This design comes from an exercise in tuning for small area, a short achievable clock period and few clock cycles on the open sky130 flow, not from production work. Where RTL was checked, it was by simulation tests only, not by an equivalence proof against the original. No activity file was given, so power comes from the tool's default toggle rates.

== alpha ==
==> module g2048_top, before the edit <==
module g2048_top (
	input  logic        clk,
	input  logic        rst_n,
	input  logic        cyc,
	input  logic        stb,
	input  logic        we,
	input  logic [4:0]  adr,
	input  logic [31:0] dat_w,
	output logic [31:0] dat_r,
	output logic        ack
);
function automatic [3:0] board_index(input [1:0] dir, input integer k, input integer i);
	integer r;
	integer c;
	integer idx;
	begin
		case (dir)
			2'd0: begin
				r = k;
				c = i;
			end
			2'd1: begin
				r = k;
				c = 4 - 1 - i;
			end
			2'd2: begin
				r = i;
				c = k;
			end
			default: begin  
				r = 4 - 1 - i;
				c = k;
			end
		endcase
		idx = r * 4 + c;
		board_index = idx[3:0];
	end
endfunction
	logic [63:0] board;       
	logic [3:0]  lfsr;
	logic [3:0]  ph;          
	logic        pend;        
	logic [1:0]  dir;
	logic        chg;         
	logic [3:0]  rdat;
	logic        rst_q;       
	logic        wr_pend;     
	logic [3:0]  wr_adr;      
	logic        busy;
	logic        req;
	logic        wr_move;
	logic [15:0] wr_cell;     
	logic [15:0] line;        
	logic [15:0] merged;
	logic        changed;
	logic [15:0] wrev;        
	logic        sel_row;     
	logic        sel_col;     
	logic [3:0]  lfsr_next;
	logic [15:0] put;
	logic [63:0] cur;         
	logic        win;
	logic        lose;
	logic [3:0]  rd_data;
	assign busy    = |ph;
	assign req     = cyc && stb && !ack && !busy && !rst_q;
	assign wr_move = req && we && (adr == 5'd16);
	always_comb begin
		for (int i = 0; i < 4; i++)
			line[4*i +: 4] = board[4*board_index(dir, 0, i) +: 4];
	end
	line_merge u_merge (
		.line_in  (line),
		.line_out (merged),
		.changed  (changed)
	);
	always_comb begin
		for (int k = 0; k < 4; k++)
			wrev[4*k +: 4] = dir[0] ? merged[4*(3 - k) +: 4] : merged[4*k +: 4];
	end
	assign lfsr_next = {lfsr[2:0], lfsr[3] ^ lfsr[2]};
	always_comb begin
		logic [15:0] empty;
		logic [15:0] upper;
		logic [3:0]  ru;          
		logic [3:0]  re;          
		logic [15:0] fu;          
		logic [15:0] fe;
		logic [3:0]  gu;          
		logic [3:0]  ge;
		for (int r = 0; r < 4; r++)
			for (int c = 0; c < 4; c++) begin
				empty[4*r + c] = (board[4*(4*r + c) +: 4] == 4'd0);
				upper[4*r + c] = empty[4*r + c]
				                 && (r > lfsr_next[3:2] || (r == lfsr_next[3:2] && c >= lfsr_next[1:0]));
			end
		for (int r = 0; r < 4; r++) begin
			ru[r] = |upper[4*r +: 4];
			re[r] = |empty[4*r +: 4];
			for (int c = 0; c < 4; c++) begin
				fu[4*r + c] = upper[4*r + c];
				fe[4*r + c] = empty[4*r + c];
				for (int k = 0; k < c; k++) begin
					if (upper[4*r + k]) fu[4*r + c] = 1'b0;
					if (empty[4*r + k]) fe[4*r + c] = 1'b0;
				end
			end
		end
		for (int r = 0; r < 4; r++) begin
			gu[r] = ru[r];
			ge[r] = re[r];
			for (int k = 0; k < r; k++) begin
				if (ru[k]) gu[r] = 1'b0;
				if (re[k]) ge[r] = 1'b0;
			end
		end
		for (int j = 0; j < 16; j++)
			put[j] = pend && chg && ((|ru) ? (gu[j/4] && fu[j]) : (ge[j/4] && fe[j]));
		cur = board;
		for (int j = 0; j < 16; j++)
			cur[4*j] = board[4*j] | put[j];
	end
	always_comb begin
		logic full;
		logic pair;
		win  = 1'b0;
		full = 1'b1;
		pair = 1'b0;
		for (int q = 0; q < 16; q++) begin
			if (cur[4*q +: 4] == 4'd0) full = 1'b0;
			if (cur[4*q +: 4] == 11) win = 1'b1;
		end
		for (int r = 0; r < 4; r++)
			for (int c = 0; c < 3; c++)
				if (cur[4*(4*r + c) +: 4] == cur[4*(4*r + c + 1) +: 4]) pair = 1'b1;
		for (int r = 0; r < 3; r++)
			for (int c = 0; c < 4; c++)
				if (cur[4*(4*r + c) +: 4] == cur[4*(4*r + c + 4) +: 4]) pair = 1'b1;
		lose = full && !pair;
	end
	always_comb begin
		logic [3:0] rowv [4];
		logic [3:0] cellv;
		logic [3:0] stv;
		for (int r = 0; r < 4; r++)
			rowv[r] = adr[1] ? (adr[0] ? cur[4*(4*r + 3) +: 4] : cur[4*(4*r + 2) +: 4])
			                 : (adr[0] ? cur[4*(4*r + 1) +: 4] : cur[4*(4*r) +: 4]);
		cellv   = adr[3] ? (adr[2] ? rowv[3] : rowv[2]) : (adr[2] ? rowv[1] : rowv[0]);
		stv     = (adr[3:0] == 5'd17 - 5'd16) ? {1'b0, lose, win, busy} : 4'd0;
		rd_data = adr[4] ? stv : cellv;
	end
	always_comb begin
		for (int j = 0; j < 16; j++)
			wr_cell[j] = wr_pend && !rst_q && (wr_adr == j);
	end
	assign sel_row = busy && !dir[1] && !rst_q;
	assign sel_col = busy && dir[1] && !rst_q;
	always_ff @(posedge clk) begin
		for (int r = 0; r < 4; r++)
			for (int c = 0; c < 4; c++)
				board[4*(4*r + c) +: 4] <=
					({4{!busy && !wr_cell[4*r + c] && !rst_q}} & cur[4*(4*r + c) +: 4])
					| ({4{wr_cell[4*r + c]}} & dat_w[3:0])
					| ({4{sel_row}} & ((r < 3) ? board[4*(4*(r + 1) + c) +: 4] : wrev[4*c +: 4]))
					| ({4{sel_col}} & ((c < 3) ? board[4*(4*r + c + 1) +: 4] : wrev[4*r +: 4]));
	end
	always_ff @(posedge clk) begin
		if (!rst_n)
			ack <= 1'b0;
		else
			ack <= req;
		rst_q   <= !rst_n;
		wr_pend <= rst_n && req && we && !adr[4];
		wr_adr  <= adr[3:0];
	end
	always_ff @(posedge clk) begin
		if (rst_q) begin
			ph   <= 4'd0;
			pend <= 1'b0;
			lfsr <= 4'b1001;
		end else begin
			ph   <= {ph[2:0], wr_move};
			pend <= ph[3];
			if (pend && chg)
				lfsr <= lfsr_next;
		end
	end
	always_ff @(posedge clk) begin
		if (!busy)
			dir <= dat_w[1:0];
		chg  <= busy && ((!ph[0] && chg) || changed);
		rdat <= rd_data;
	end
	assign dat_r = {28'd0, rdat};
endmodule
clock: 30.0 ns
lec_check: 0
cap_margin: 20
core_margin: 2
core_utilization: 40
cts_buf_list: sky130_fd_sc_hd__clkbuf_4 sky130_fd_sc_hd__clkbuf_8
slew_margin: 20
standard.sh (not shown) runs the stock make flow with config.mk's settings and CLKGATE_MAP_FILE= SYNTH_SCRIPT=/design/flow/synth_recipe.tcl, a recipe that flattens the netlist after the stock synthesis.
==> flow/flow/run.sh <==
#!/bin/bash
# Layout flow: the standard ORFS flow, with synthesis changed only in its
# technology mapping: no adder extraction (ADDER_MAP_FILE empty) and an
# area-oriented ABC script for the combinational logic, then ABC gate sizing. Registers, their
# names and cell types are as the standard synthesis makes them. The port
# buffers are buf_4 instead of the flow's pick. One tie cell drives all the
# constant outputs. Clock tree synthesis adds no dummy loads.
set -euo pipefail
HERE=$(pwd)
FLOW_DIR=$HERE/flow

# The read mux (from the address inputs to the read data register) is mapped
# on its own for depth first, as the address arrives late in the cycle; the
# rest of the logic is mapped for area.
cat > $HERE/own_synth.tcl <<'TCL'
proc abc {args} {
  set i [lsearch -exact $args -script]
  set stop ":-sky130_fd_sc_hd__dfxtp_1:-sky130_fd_sc_hd__edfxtp_1"
  yosys select -set rdmux i:adr %co*$stop c:rdat* %ci1 %ci*$stop %i {t:$_*} %i
  yosys tee -q -o $::env(OWN_FLOW_DIR)/../rdmux_cells.txt select -list @rdmux
  set fast $args
  lset fast [expr { $i + 1 }] $::env(OWN_FLOW_DIR)/abc_fast.script
  yosys abc {*}$fast -dont_use sky130_fd_sc_hd__mux4_1 -dont_use sky130_fd_sc_hd__mux4_2 -dont_use sky130_fd_sc_hd__mux4_4 @rdmux
  lset args [expr { $i + 1 }] $::env(OWN_FLOW_DIR)/abc_area.script
  yosys abc {*}$args
}
TCL
echo "source $HERE/synth_recipe.tcl" >> $HERE/own_synth.tcl
export OWN_FLOW_DIR=$FLOW_DIR

sed -e "s#SYNTH_SCRIPT=[^ ]*#SYNTH_SCRIPT=$HERE/own_synth.tcl ADDER_MAP_FILE= SKIP_REPAIR_TIE_FANOUT=1 SYNTH_INSBUF=0 BUFFER_PORTS_ARGS='-buffer_cell sky130_fd_sc_hd__buf_4' CTS_ARGS='-sink_clustering_enable -repair_clock_nets -buf_list {sky130_fd_sc_hd__clkbuf_4 sky130_fd_sc_hd__clkbuf_8} -dont_use_dummy_load'#" standard.sh > $HERE/own_standard.sh
grep -q "own_synth.tcl" $HERE/own_standard.sh

bash $HERE/own_standard.sh finish > $HERE/make_finish.log 2>&1
==> flow/flow/abc_area.script <==
strash
&get -n
&fraig -x
&put
scorr
dc2
balance
rewrite
refactor
balance
rewrite
rewrite -z
balance
refactor -z
rewrite -z
balance
strash
dch -f
amap
topo
stime -c
upsize -c -D 5000
dnsize -c -D 5000
==> flow/flow/abc_fast.script <==
strash
&get -n
&fraig -x
&put
scorr
dc2
strash
&get -n
&dch -f
&if -g -K 6
&synch2
&nf
&put
topo
stime -c
buffer -c
upsize -c
dnsize -c
Having completed the whole flow, alpha delivered a layout that passed the timing, DRC and antenna checks.
Testbench counts of alpha, summed over its fixed seeds: cycles 70,728.
The inputs of beta differ from those of alpha as listed below.
-- flow/design.v --
<<< alpha, line 119
	logic [63:0] board;       
	logic [3:0]  lfsr;
	logic [3:0]  ph;          
	logic        pend;        
	logic [1:0]  dir;
>>> beta, line 119
	logic [63:0] board;       
	logic [3:0]  lfsr;
	logic [1:0]  ph;          
	logic        pend;        
	logic [1:0]  dir;
<<< alpha, line 131
	logic        wr_move;
	logic [15:0] wr_cell;     
	logic [15:0] line;        
	logic [15:0] merged;
	logic        changed;
	logic [15:0] wrev;        
	logic        sel_row;     
	logic        sel_col;     
>>> beta, line 131
	logic        wr_move;
	logic [15:0] wr_cell;     
	logic [31:0] lines;       
	logic [31:0] merged;
	logic [1:0]  changed;
	logic [31:0] wrev;        
	logic        sel_row;     
	logic        sel_col;     
<<< alpha, line 147
	assign wr_move = req && we && (adr == 5'd16);
	always_comb begin
		for (int i = 0; i < 4; i++)
			line[4*i +: 4] = board[4*board_index(dir, 0, i) +: 4];
	end
	line_merge u_merge (
		.line_in  (line),
		.line_out (merged),
		.changed  (changed)
	);
	always_comb begin
		for (int k = 0; k < 4; k++)
			wrev[4*k +: 4] = dir[0] ? merged[4*(3 - k) +: 4] : merged[4*k +: 4];
	end
	assign lfsr_next = {lfsr[2:0], lfsr[3] ^ lfsr[2]};
>>> beta, line 147
	assign wr_move = req && we && (adr == 5'd16);
	always_comb begin
		for (int u = 0; u < 2; u++)
			for (int i = 0; i < 4; i++)
				lines[16*u + 4*i +: 4] = board[4*board_index(dir, u, i) +: 4];
	end
	for (genvar g = 0; g < 2; g++) begin : g_line
		line_merge u_merge (
			.line_in  (lines[16*g +: 16]),
			.line_out (merged[16*g +: 16]),
			.changed  (changed[g])
		);
	end
	always_comb begin
		for (int u = 0; u < 2; u++)
			for (int k = 0; k < 4; k++)
				wrev[16*u + 4*k +: 4] = dir[0] ? merged[16*u + 4*(3 - k) +: 4] : merged[16*u + 4*k +: 4];
	end
	assign lfsr_next = {lfsr[2:0], lfsr[3] ^ lfsr[2]};
<<< alpha, line 242
					({4{!busy && !wr_cell[4*r + c] && !rst_q}} & cur[4*(4*r + c) +: 4])
					| ({4{wr_cell[4*r + c]}} & dat_w[3:0])
					| ({4{sel_row}} & ((r < 3) ? board[4*(4*(r + 1) + c) +: 4] : wrev[4*c +: 4]))
					| ({4{sel_col}} & ((c < 3) ? board[4*(4*r + c + 1) +: 4] : wrev[4*r +: 4]));
	end
	always_ff @(posedge clk) begin
>>> beta, line 246
					({4{!busy && !wr_cell[4*r + c] && !rst_q}} & cur[4*(4*r + c) +: 4])
					| ({4{wr_cell[4*r + c]}} & dat_w[3:0])
					| ({4{sel_row}} & ((r < 2) ? board[4*(4*(r + 2) + c) +: 4] : wrev[16*(r - 2) + 4*c +: 4]))
					| ({4{sel_col}} & ((c < 2) ? board[4*(4*r + c + 2) +: 4] : wrev[16*(c - 2) + 4*r +: 4]));
	end
	always_ff @(posedge clk) begin
<<< alpha, line 256
	always_ff @(posedge clk) begin
		if (rst_q) begin
			ph   <= 4'd0;
			pend <= 1'b0;
			lfsr <= 4'b1001;
		end else begin
			ph   <= {ph[2:0], wr_move};
			pend <= ph[3];
			if (pend && chg)
				lfsr <= lfsr_next;
>>> beta, line 260
	always_ff @(posedge clk) begin
		if (rst_q) begin
			ph   <= 2'd0;
			pend <= 1'b0;
			lfsr <= 4'b1001;
		end else begin
			ph   <= {ph[0], wr_move};
			pend <= ph[1];
			if (pend && chg)
				lfsr <= lfsr_next;
<<< alpha, line 269
		if (!busy)
			dir <= dat_w[1:0];
		chg  <= busy && ((!ph[0] && chg) || changed);
		rdat <= rd_data;
	end
>>> beta, line 273
		if (!busy)
			dir <= dat_w[1:0];
		chg  <= busy && ((!ph[0] && chg) || (|changed));
		rdat <= rd_data;
	end
Results
- beta: flow completed, timing, DRC and antenna clean
- Per the comparison of beta with alpha, maximum single-stage delay on the critical path stayed essentially flat; count of flip-flops and latches lost about 2.3%; final clock period utilization by the worst path shows no meaningful change; achievable clock frequency now sits at about the same level.
- beta — part of the power in registers 8.6 points lower, alpha as reference
- Of beta and alpha, the higher non-clock buffering overhead in the final layout belongs to alpha.
- Compared with alpha, beta shows switching power that has gone up by more than a quarter.
- beta vs. alpha: number of cell instances on the worst register-to-register path shows a reduction of about 4%, number of global-route vias before repair shows an increase of 1293.
- Sort beta and alpha by utilization of the core after routing, ascending, and beta comes first.
- Compared to alpha, beta has portion of total power attributed to combinational logic 13 points higher.
No functional check of the RTL was part of beta.

[afterwards: timing with drivers on the ports]
The results above use ideal ports. As a check the final layouts listed here were re-extracted and re-timed, cells and wires unchanged. Step 1: set_driving_cell puts a clkbuf_16 on clk and a buf_2 on each other input, an assumption about the parent block. Step 2, shift: input delay + t, output delay - t, t = (earliest + latest rising clock arrival at the registers) / 2. This alone moves slack from input paths to output paths. a / b / c = ideal ports / drivers / drivers and shift; a / b = the first two.
| run | t (ns) | setup slack, ns | hold slack, ns | worst setup path at the end | worst slew at a driven data input, ns |
|---|---|---|---|---|---|
| alpha | 0.425 | 22.973 / 22.988 / 22.563 | 0.469 / 0.469 / 0.469 | input to register | 0.04 |
| beta | 0.422 | 22.990 / 23.005 / 22.582 | 0.471 / 0.471 / 0.471 | input to register | 0.04 |
After both steps every run listed still meets setup and hold. The setup slack of alpha, which loses most, moves by +0.015 ns with the drivers and by -0.410 ns with both steps.
